Source: an optimization exercise on an open RTL-to-GDS flow (aim: small area, a short achievable clock period and few clock cycles). Production flows keep margins and buffers that such runs may drop. The RTL was checked by simulation tests, not by an equivalence proof against the original design.

run A:
// sao_eo_stat_acc
module sao_eo_stat_acc
#(
  parameter int n_pix     = sao_pkg::N_PIX,
  parameter int n_eo_type = sao_pkg::N_EO_TYPE,
  parameter int diff_len  = sao_pkg::DIFF_LEN,
  parameter int cnt_len   = sao_pkg::CNT_LEN,
  parameter int sum_len   = sao_pkg::SUM_LEN
) (
  input  logic                                  clk,
  input  logic                                  arst_n,
  input  logic                                  start,
  input  logic                                  in_valid,
  output logic                                  in_ready,
  input  logic                                  in_last,
  input  logic [n_eo_type-1:0][n_pix-1:0][2:0]  in_cat,
  input  logic [n_pix-1:0][diff_len-1:0]        in_diff,
  input  logic [n_eo_type-1:0][n_pix-1:0]       b_use,
  output logic                                  stat_valid,
  input  logic                                  stat_ready,
  output logic [n_eo_type-1:0][3:0][cnt_len-1:0] stat_cnt,
  ...
Size: about 4200 cells after synthesis, ~650 I/O pins.
==> module sao_blk_cat_sum, before the edit <==
module sao_blk_cat_sum
#(
  parameter int diff_len = sao_pkg::DIFF_LEN,
  parameter int cnt_len  = sao_pkg::CNT_LEN,
  parameter int sum_len  = sao_pkg::SUM_LEN,
  parameter logic [10:0] seg = 11'b010_0100_1000   
) (
  input  logic                          clk,
  input  logic                          clr,       
  input  logic [3:0][5:0]               sel,       
  input  logic [diff_len-1:0]           d0, d1, d2, d3,
  input  logic [diff_len:0]             d01, d23,
  output logic [3:0][cnt_len-1:0]       cnt,
  output logic [3:0][sum_len-1:0]       sum
);
  localparam int PW  = diff_len + 1;        
  localparam int LW  = PW + 1;              
  localparam int HW  = sum_len - LW;        
  localparam int CLW = 3;                   
  localparam int CHW = cnt_len - CLW;       
  for (genvar c = 0; c < 4; c++) begin : g_bin
    logic [5:0]    sl;
    logic [PW-1:0] x, y;
    logic [LW-1:0] a, b;                    
    logic [LW-1:0] lo, u, s;
    logic [LW:0]   v, k;
    logic [LW-1:0] cr;                      
    logic          c11, v11;
    logic [HW-1:0] hi, hi_n;
    logic          inc, dec;
    assign sl = sel[c];
    for (genvar i = 0; i < PW; i++) begin : g_mux
      localparam int j = (i < diff_len) ? i : diff_len - 1;
      assign x[i] = (sl[0] & d0[j]) | (sl[1] & d1[j]) | (sl[2] & d01[i]);
      assign y[i] = (sl[3] & d2[j]) | (sl[4] & d3[j]) | (sl[5] & d23[i]);
    end
    assign a = {1'b1, ~x[PW-1], x[PW-2:0]};
    assign b = {1'b0, ~y[PW-1], y[PW-2:0]};
    assign v[0] = 1'b0;
    for (genvar i = 0; i < LW; i++) begin : g_csa
      assign u[i]   = lo[i] ^ a[i] ^ b[i];
      assign v[i+1] = (lo[i] & a[i]) | (lo[i] & b[i]) | (a[i] & b[i]);
    end
    assign k[0] = 1'b0;
    for (genvar i = 0; i < LW; i++) begin : g_cpa
      logic ki;
      if (seg[i]) begin : g_cut
        assign ki = cr[i];
      end else begin : g_chain
        assign ki = k[i];
      end
      assign s[i]   = u[i] ^ v[i] ^ ki;
      assign k[i+1] = (u[i] & v[i]) | (u[i] & ki) | (v[i] & ki);
    end
    always_ff @(posedge clk) begin
      for (int i = 0; i < LW; i++) begin
        lo[i] <= !clr && s[i];
        cr[i] <= !clr && seg[i] && k[i];
      end
      c11 <= clr || k[LW];
      v11 <= !clr && v[LW];
    end
    assign inc = c11 & v11;
    assign dec = ~c11 & ~v11;
    for (genvar i = 0; i < HW; i++) begin : g_hi
      if (i == 0) begin : g_b0
        assign hi_n[i] = hi[i] ^ (inc | dec);
      end else begin : g_bi
        assign hi_n[i] = hi[i] ^ ((inc & (&hi[i-1:0])) | (dec & ~(|hi[i-1:0])));
      end
    end
    always_ff @(posedge clk) begin
      hi <= clr ? '0 : hi_n;
    end
    assign sum[c] = {hi, lo};
    logic [CLW-1:0] clo, cs;
    logic [CHW-1:0] chi;
    logic           ce;
    logic           oa, ob, k1, k2, k3;
    assign oa    = sl[0] | sl[1];
    assign ob    = sl[3] | sl[4];
    assign cs[0] = clo[0] ^ oa ^ ob;
    assign k1    = (clo[0] & oa) | (clo[0] & ob) | (oa & ob);
    logic [1:0] b1;
    assign b1    = 2'(clo[1]) + 2'(sl[2]) + 2'(sl[5]) + 2'(k1);
    assign cs[1] = b1[0];
    assign k2    = b1[1];
    assign cs[2] = clo[2] ^ k2;
    assign k3    = clo[2] & k2;
    always_ff @(posedge clk) begin
      clo <= clr ? '0 : cs;
      ce  <= !clr && k3;
      chi <= clr ? '0 : chi + CHW'(ce);
    end
    assign cnt[c] = {chi, clo};
  end
endmodule
==> module sao_eo_stat_acc, before the edit <==
module sao_eo_stat_acc
#(
  parameter int n_pix     = sao_pkg::N_PIX,
  parameter int n_eo_type = sao_pkg::N_EO_TYPE,
  parameter int diff_len  = sao_pkg::DIFF_LEN,
  parameter int cnt_len   = sao_pkg::CNT_LEN,
  parameter int sum_len   = sao_pkg::SUM_LEN
) (
  input  logic                                  clk,
  input  logic                                  arst_n,
  input  logic                                  start,
  input  logic                                  in_valid,
  output logic                                  in_ready,
  input  logic                                  in_last,
  input  logic [n_eo_type-1:0][n_pix-1:0][2:0]  in_cat,
  input  logic [n_pix-1:0][diff_len-1:0]        in_diff,
  input  logic [n_eo_type-1:0][n_pix-1:0]       b_use,
  output logic                                  stat_valid,
  input  logic                                  stat_ready,
  output logic [n_eo_type-1:0][3:0][cnt_len-1:0] stat_cnt,
  output logic [n_eo_type-1:0][3:0][sum_len-1:0] stat_sum
);
  localparam logic [10:0] seg     = 11'b010_0100_1000;   
  localparam int          n_flush = 5;                   
  logic accept;
  logic [n_flush-1:0] fl;
  logic clr;
  logic [n_eo_type-1:0][3:0][5:0]       s1_sel;
  logic [n_pix-1:0][diff_len-1:0]       s1_d;
  logic [diff_len:0]                    s1_d01, s1_d23;
  assign accept = in_valid && in_ready && !start;
  always_ff @(posedge clk or negedge arst_n) begin
    if (!arst_n) begin
      in_ready   <= 1'b0;
      fl         <= '0;
      stat_valid <= 1'b0;
      clr        <= 1'b0;
    end else begin
      in_ready   <= start || (in_ready && !(accept && in_last));
      fl         <= start ? '0 : {fl[n_flush-2:0], accept && in_last};
      stat_valid <= !start && (fl[n_flush-1] || (stat_valid && !stat_ready));
      clr        <= start;
    end
  end
  for (genvar t = 0; t < n_eo_type; t++) begin : g_sel_t
    for (genvar c = 0; c < 4; c++) begin : g_sel_c
      logic [n_pix-1:0] m;
      for (genvar p = 0; p < n_pix; p++) begin : g_sel_p
        assign m[p] = b_use[t][p] && (in_cat[t][p] == sao_pkg::SAO_CAT_1 + 3'(c));
      end
      always_ff @(posedge clk)
        s1_sel[t][c] <= accept ? {m[2] & m[3], ~m[2] & m[3], m[2] & ~m[3],
                                  m[0] & m[1], ~m[0] & m[1], m[0] & ~m[1]} : 6'd0;
    end
  end
  always_ff @(posedge clk) begin
    s1_d   <= in_diff;
    s1_d01 <= {in_diff[0][diff_len-1], in_diff[0]} + {in_diff[1][diff_len-1], in_diff[1]};
    s1_d23 <= {in_diff[2][diff_len-1], in_diff[2]} + {in_diff[3][diff_len-1], in_diff[3]};
  end
  for (genvar t = 0; t < n_eo_type; t++) begin : g_type
    sao_blk_cat_sum #(
      .diff_len (diff_len),
      .cnt_len  (cnt_len),
      .sum_len  (sum_len),
      .seg      (seg)
    ) u_cat_sum (
      .clk  (clk),
      .clr  (clr),
      .sel  (s1_sel[t]),
      .d0   (s1_d[0]),
      .d1   (s1_d[1]),
      .d2   (s1_d[2]),
      .d3   (s1_d[3]),
      .d01  (s1_d01),
      .d23  (s1_d23),
      .cnt  (stat_cnt[t]),
      .sum  (stat_sum[t])
    );
  end
endmodule
clock: 7.5 ns
lec_check: 0
cap_margin: 20
core_margin: 2
core_utilization: 40
slew_margin: 20
run.sh (not shown) runs the stock make flow with config.mk's settings and CLKGATE_MAP_FILE= SYNTH_SCRIPT=/design/flow/synth_recipe.tcl, a recipe that flattens the netlist after the stock synthesis.
Testbench counts of run A, summed over its fixed seeds: cycles 19,880.
## Diff of input files: run B against run A
--- a/flow/design.v
+++ b/flow/design.v
@@ -18,13 +18,13 @@
 #(
   parameter int diff_len = sao_pkg::DIFF_LEN,
   parameter int cnt_len  = sao_pkg::CNT_LEN,
   parameter int sum_len  = sao_pkg::SUM_LEN,
-  parameter logic [10:0] seg = 11'b010_0100_1000   
+  parameter logic [10:0] seg = 11'b001_0001_0000   
 ) (
   input  logic                          clk,
   input  logic                          clr,       
-  input  logic [3:0][5:0]               sel,       
+  input  logic [3:0][3:0]               sel,       
   input  logic [diff_len-1:0]           d0, d1, d2, d3,
   input  logic [diff_len:0]             d01, d23,
   output logic [3:0][cnt_len-1:0]       cnt,
   output logic [3:0][sum_len-1:0]       sum
@@ -34,9 +34,9 @@
   localparam int HW  = sum_len - LW;        
   localparam int CLW = 3;                   
   localparam int CHW = cnt_len - CLW;       
   for (genvar c = 0; c < 4; c++) begin : g_bin
-    logic [5:0]    sl;
+    logic [3:0]    sl;
     logic [PW-1:0] x, y;
     logic [LW-1:0] a, b;                    
     logic [LW-1:0] lo, u, s;
     logic [LW:0]   v, k;
@@ -44,13 +44,12 @@
     logic          c11, v11;
     logic [HW-1:0] hi, hi_n;
     logic          inc, dec;
     assign sl = sel[c];
-    for (genvar i = 0; i < PW; i++) begin : g_mux
-      localparam int j = (i < diff_len) ? i : diff_len - 1;
-      assign x[i] = (sl[0] & d0[j]) | (sl[1] & d1[j]) | (sl[2] & d01[i]);
-      assign y[i] = (sl[3] & d2[j]) | (sl[4] & d3[j]) | (sl[5] & d23[i]);
-    end
+    assign x = sl[0] ? (sl[1] ? d01 : {d0[diff_len-1], d0}) :
+               sl[1] ? {d1[diff_len-1], d1} : '0;
+    assign y = sl[2] ? (sl[3] ? d23 : {d2[diff_len-1], d2}) :
+               sl[3] ? {d3[diff_len-1], d3} : '0;
     assign a = {1'b1, ~x[PW-1], x[PW-2:0]};
     assign b = {1'b0, ~y[PW-1], y[PW-2:0]};
     assign v[0] = 1'b0;
     for (genvar i = 0; i < LW; i++) begin : g_csa
@@ -91,17 +90,15 @@
     assign sum[c] = {hi, lo};
     logic [CLW-1:0] clo, cs;
     logic [CHW-1:0] chi;
     logic           ce;
-    logic           oa, ob, k1, k2, k3;
-    assign oa    = sl[0] | sl[1];
-    assign ob    = sl[3] | sl[4];
-    assign cs[0] = clo[0] ^ oa ^ ob;
-    assign k1    = (clo[0] & oa) | (clo[0] & ob) | (oa & ob);
-    logic [1:0] b1;
-    assign b1    = 2'(clo[1]) + 2'(sl[2]) + 2'(sl[5]) + 2'(k1);
-    assign cs[1] = b1[0];
-    assign k2    = b1[1];
+    logic           ps, pc, k1, k2, k3;
+    assign ps = sl[0] ^ sl[1] ^ sl[2];
+    assign pc = (sl[0] & sl[1]) | (sl[0] & sl[2]) | (sl[1] & sl[2]);
+    assign cs[0] = clo[0] ^ ps ^ sl[3];
+    assign k1    = (clo[0] & ps) | (clo[0] & sl[3]) | (ps & sl[3]);
+    assign cs[1] = clo[1] ^ pc ^ k1;
+    assign k2    = (clo[1] & pc) | (clo[1] & k1) | (pc & k1);
     assign cs[2] = clo[2] ^ k2;
     assign k3    = clo[2] & k2;
     always_ff @(posedge clk) begin
       clo <= clr ? '0 : cs;
@@ -132,39 +129,40 @@
   input  logic                                  stat_ready,
   output logic [n_eo_type-1:0][3:0][cnt_len-1:0] stat_cnt,
   output logic [n_eo_type-1:0][3:0][sum_len-1:0] stat_sum
 );
-  localparam logic [10:0] seg     = 11'b010_0100_1000;   
-  localparam int          n_flush = 5;                   
   logic accept;
-  logic [n_flush-1:0] fl;
+  logic f1, f2, f3, f4;
   logic clr;
-  logic [n_eo_type-1:0][3:0][5:0]       s1_sel;
+  logic [n_eo_type-1:0][3:0][n_pix-1:0] s1_sel;
   logic [n_pix-1:0][diff_len-1:0]       s1_d;
   logic [diff_len:0]                    s1_d01, s1_d23;
   assign accept = in_valid && in_ready && !start;
   always_ff @(posedge clk or negedge arst_n) begin
     if (!arst_n) begin
       in_ready   <= 1'b0;
-      fl         <= '0;
+      f1         <= 1'b0;
+      f2         <= 1'b0;
+      f3         <= 1'b0;
+      f4         <= 1'b0;
       stat_valid <= 1'b0;
       clr        <= 1'b0;
     end else begin
       in_ready   <= start || (in_ready && !(accept && in_last));
-      fl         <= start ? '0 : {fl[n_flush-2:0], accept && in_last};
-      stat_valid <= !start && (fl[n_flush-1] || (stat_valid && !stat_ready));
+      f1         <= accept && in_last;
+      f2         <= f1 && !start;
+      f3         <= f2 && !start;
+      f4         <= f3 && !start;
+      stat_valid <= !start && (f4 || (stat_valid && !stat_ready));
       clr        <= start;
     end
   end
   for (genvar t = 0; t < n_eo_type; t++) begin : g_sel_t
     for (genvar c = 0; c < 4; c++) begin : g_sel_c
-      logic [n_pix-1:0] m;
       for (genvar p = 0; p < n_pix; p++) begin : g_sel_p
-        assign m[p] = b_use[t][p] && (in_cat[t][p] == sao_pkg::SAO_CAT_1 + 3'(c));
+        always_ff @(posedge clk)
+          s1_sel[t][c][p] <= accept && b_use[t][p] && (in_cat[t][p] == sao_pkg::SAO_CAT_1 + 3'(c));
       end
-      always_ff @(posedge clk)
-        s1_sel[t][c] <= accept ? {m[2] & m[3], ~m[2] & m[3], m[2] & ~m[3],
-                                  m[0] & m[1], ~m[0] & m[1], m[0] & ~m[1]} : 6'd0;
     end
   end
   always_ff @(posedge clk) begin
     s1_d   <= in_diff;
@@ -174,10 +172,9 @@
   for (genvar t = 0; t < n_eo_type; t++) begin : g_type
     sao_blk_cat_sum #(
       .diff_len (diff_len),
       .cnt_len  (cnt_len),
-      .sum_len  (sum_len),
-      .seg      (seg)
+      .sum_len  (sum_len)
     ) u_cat_sum (
       .clk  (clk),
       .clr  (clr),
       .sel  (s1_sel[t]),
Run B ended with every stage complete and zero timing, DRC or antenna violations.
Of the two values seen for end point of the critical path, g_type[0].u_cat_sum.g_bin[1].lo[7] was produced by run B and stat_cnt[144] by run A.
Run B vs run A, layout overhead on the synthesized area went down by 0.76 points.
Relative to run A, logic depth of the worst path, buffers included has increased by 8 in run B.
The worst-path cell with the longest stage delay comes out sky130_fd_sc_hd__dfxtp_1 in one run and sky130_fd_sc_hd__clkdlybuf4s50_1 in the other, namely in run B and run A respectively.
A critical setup path kind of flip-flop to flip-flop is what run B shows, while flip-flop to primary output belongs to run A.
Compared with run A, run B shows a higher tightest hold margin.
Die: run B bigger than run A
Cmp run A and run B / maximum number of pins on one net before global-route repair / higher: run A
Testbench counts of run B, summed over its fixed seeds: cycles 19,832.

[what the ideal ports hide]
No port has a modelled driver above. Below, the same layouts with a new extraction and two added sets of constraints. Step 1 sets driving cells, clkbuf_16 on the clock port and buf_2 on the other inputs (assumed; they add their load-dependent delay and slew). Step 2 times the ports against the registers' clock, not the clock port: input delays grow and output delays shrink by t, the midpoint of the rising clock arrivals with the driver on. Three values: ideal ports, drivers, drivers and shift; two values: the first two.
run | shift t [ns] | slack for setup (ns) | clock arrival spread, ns
run A | 0.728 | 4.107 / 4.039 / 3.948 | 0.035 / 0.034
run B | 0.732 | 3.661 / 3.661 / 3.392 | 0.027 / 0.027
After both steps setup and hold are still met in every run listed. The setup slack of run B, which loses most, moves by 0.000 ns with the drivers and by -0.269 ns with both steps.
